What follows belongs to an exercise in optimizing a design on an open flow for small area, a short achievable clock period and few clock cycles; a production flow would make more cautious choices. Where RTL was checked, it was by simulation tests only, not by an equivalence proof against the original.

## run a
// rm_edf_tick_scheduler
module rm_edf_tick_scheduler (
  input  wire logic                          clk,
  input  wire logic                          rst_n,
  input  wire logic                          start,
  output logic                               busy,
  input  wire logic [1:0]                    in_operation,
  input  wire logic [rmedf_pkg::SLOT_W-1:0]  in_task_index,
  input  wire logic [rmedf_pkg::VAL_W-1:0]   in_period,
  input  wire logic [rmedf_pkg::VAL_W-1:0]   in_burst,
  input  wire logic [rmedf_pkg::VAL_W-1:0]   in_deadline,
  output logic                               out_valid,
  output logic                               out_kind,
  output logic [rmedf_pkg::ID_W-1:0]         out_task_id,
  output logic                               out_seg_valid,
  output logic [rmedf_pkg::ID_W-1:0]         out_seg_task,
  output logic [rmedf_pkg::OUT_W-1:0]        out_seg_start,
  output logic [rmedf_pkg::OUT_W-1:0]        out_seg_end,
  output logic [2:0]                         out_seg_tag,
  output logic                               out_trace_full,
  output logic [rmedf_pkg::OUT_W-1:0]        out_count_complete,
  output logic [rmedf_pkg::OUT_W-1:0]        out_count_lost,
  output logic [rmedf_pkg::OUT_W-1:0]        out_count_killed,
  output logic                               out_last,
  input  wire logic                          psel,
  input  wire logic                          penable,
  input  wire logic                          pwrite,
  input  wire logic [rmedf_pkg::ADDR_W-1:0]  paddr,
  input  wire logic [rmedf_pkg::DATA_W-1:0]  pwdata,
  output logic [rmedf_pkg::DATA_W-1:0]       prdata,
  output logic                               pready
);
For scale: roughly 8700 cells after synthesis, roughly 1500 flip-flops.
==> flow/config.mk <==
export PLATFORM = sky130hd
export DESIGN_NAME = rm_edf_tick_scheduler
export DESIGN_NICKNAME = rm_edf_tick_scheduler
export VERILOG_FILES = /design/flow/design.v
export SDC_FILE = /design/flow/constraint.sdc
export NUM_CORES = 4
export LEC_CHECK = 0
export CAP_MARGIN = 20
export CORE_MARGIN = 2
export CORE_UTILIZATION = 55
export CTS_BUF_LIST = sky130_fd_sc_hd__clkbuf_8
export CTS_CLUSTER_SIZE = 24
export SETUP_SLACK_MARGIN = 5
export SLEW_MARGIN = 20
==> flow/constraint.sdc <==
create_clock -name core_clock -period 10.0 [get_ports {clk}]
set_input_delay 2.0000 -clock core_clock [delete_from_list [all_inputs] [get_ports {clk}]]
set_output_delay 2.0000 -clock core_clock [all_outputs]
set_load 0.01 [all_outputs]
standard.sh (not shown) runs the stock make flow with config.mk's settings and CLKGATE_MAP_FILE= SYNTH_SCRIPT=/design/flow/synth_recipe.tcl, a recipe that flattens the netlist after the stock synthesis.
==> flow/flow/run.sh <==
#!/bin/bash
set -euo pipefail
bash standard.sh SETUP_SLACK_MARGIN=6 finish > standard_make.log 2>&1
Modified inputs, run b compared to run a
diff --git a/flow/design.v b/flow/design.v
--- a/flow/design.v
+++ b/flow/design.v
@@ -119,52 +119,42 @@
   output logic [15:0]      killed
 );
   logic [15:0] per, bur, dl;
   logic [15:0] phase, rem;
   logic [17:0] rdl;
   logic        active;
   logic        pnz_r, bz_r, b1_r, ph0_r, rz0_r, rz1_r, rdz_r;
   logic        rel, remz, dlhit, active1;
-  logic [17:0] rdl_d, kx_d, rdl_m;
+  logic [17:0] key_r, rdl_d, kx_d;
   logic [15:0] per_d, dl_d;
   logic        rel_r, pnz_d, ph0_d, rel_d;
   logic [15:0] ph_inc, rem_e;
   logic [17:0] rdl1;
   assign rel     = rel_r;
   assign ph_inc  = phase + 16'd1;
   assign remz    = own ? rz1_r : rz0_r;
   assign rem_e   = own ? own_rem : rem;
   assign fin     = own && remz;
   assign dlhit   = in_n && active && !remz && rdz_r;
   assign lst     = !fin && dlhit;
   assign active1 = rel || (active && !fin && !dlhit);
   assign rdl1    = rel ? {2'b00, dl} : rdl;
+  assign key     = key_r;
   assign per_d = ld_en ? ld_per : per;
   assign dl_d  = ld_en ? ld_dl : dl;
   assign pnz_d = ld_en ? (ld_per != '0) : pnz_r;
   assign ph0_d = ph_wr ? ph_val0
                : (tick_en && pnz_r) ? (wrap || (ph_inc == per) || (ph_inc == '0)) : ph0_r;
-  always_comb begin
-    logic [15:0] nz;
-    logic        bz;
-    for (int k = 0; k < 16; k++) begin
-      nz[k] = 1'b0;
-      for (int m = 0; m < k; m++) nz[k] = nz[k] | rdl1[m];
-    end
-    bz = !(nz[15] | rdl1[15]);
-    for (int k = 0; k < 16; k++) rdl_m[k] = rdl1[k] ^ !nz[k];
-    rdl_m[17:16] = rdl1[17:16] + {2{bz && !wrap}} + {1'b0, wrap && !bz};
-  end
-  assign rdl_d = tick_en ? rdl_m : rdl;
+  assign rdl_d = tick_en ? rdl1 + (wrap ? 18'h0FFFF : 18'h3FFFF) : rdl;
   assign rel_d = in_n_d && pnz_d && ph0_d;
   assign kx_d  = rel_d ? {2'b00, dl_d} : rdl_d;
-  assign key = policy_d ? {~kx_d[17], kx_d[16:0]} : {2'b10, per_d};
   always_ff @(posedge clk) begin
     rel_r <= rel_d;
+    key_r <= policy_d ? {~kx_d[17], kx_d[16:0]} : {2'b10, per_d};
   end
   assign elig    = in_n && active1 && (rel ? !bz_r : !remz);
   assign rem_q   = rem;
   always_ff @(posedge clk) begin
     if (ld_en) begin
       per   <= ld_per;
       bur   <= ld_bur;
       dl    <= ld_dl;
@@ -398,23 +388,21 @@
       .done     (done_c[i]),
       .lost     (lost_c[i]),
       .killed   (kill_c[i])
     );
   end
   logic [7:0] le [8];
   logic [3:0] best;
   logic       none_w;
-  always_ff @(posedge clk) begin
-    for (int i = 0; i < 8; i++) le[i] <= '0;
+  always_comb begin
+    for (int i = 0; i < 8; i++) le[i] = '0;
     for (int i = 0; i < 8; i++)
       for (int j = i + 1; j < 8; j++)
-        le[i][j] <= rmedf_pkg::le18(key[i], key[j]);
-  end
-  always_comb begin
+        le[i][j] = rmedf_pkg::le18(key[i], key[j]);
     for (int i = 0; i < 8; i++) begin
       win[i] = elig[i];
       for (int j = 0; j < 8; j++) begin
         if (j < i) win[i] = win[i] && (!elig[j] || !le[j][i]);
         if (j > i) win[i] = win[i] && (!elig[j] || le[i][j]);
       end
     end
     none_w  = (elig == '0);
Results
Detailed-route wire length went up by a few percent going from run a to run b.
Comparing the two runs side by side, run b comes out ahead of run a on final critical-path setup slack.
Run b vs run a: number of clock buffers in the layout up by a few percent
Run b — final area 0.88% lower, run a as reference
[run b vs run a] hold slack: higher in run b
Portion of the layout cell area used by non-clock buffers, run a and run b: higher on run a
Relative to run a, final critical delay including setup and external delays decreased by 2.04 ns in run b.
Vias per cell for run b: 0.18 up relative to run a
Diff run a -> run b: number of antenna violations at the first check in global routing moved up; number of nets in the layout moved up; fraction of layout cells with a size suffix above 1 moved down.
Testbench counts of run b, summed over its fixed seeds: cycles 6,919.
The RTL of run a was laid out without a check of its function.

## static timing again, ports no longer ideal
In the flow no input, the clock included, has a driving cell. The finished layouts below were timed again as built, in two steps.
Step 1: set_driving_cell puts a clkbuf_16 on clk and a buf_2 on each other input, an assumption about the parent block.
Step 2 also shifts input and output timing later by t, the mid clock arrival at the registers, as if the neighbouring blocks saw the same clock.
Three values: ideal ports, drivers, drivers and shift; two values: the first two.
run | t, ns | setup slack, ns | worst setup path at the end | latest minus earliest clock arrival (ns)
run a | 1.067 | 3.766 / 3.778 / 2.711 | input to register | 0.095 / 0.095
run b | 1.122 | 5.801 / 5.714 / 4.885 | input to register | 0.083 / 0.083
After both steps every run listed still meets setup and hold. The setup slack of run a, which loses most, moves by +0.012 ns with the drivers and by -1.055 ns with both steps.
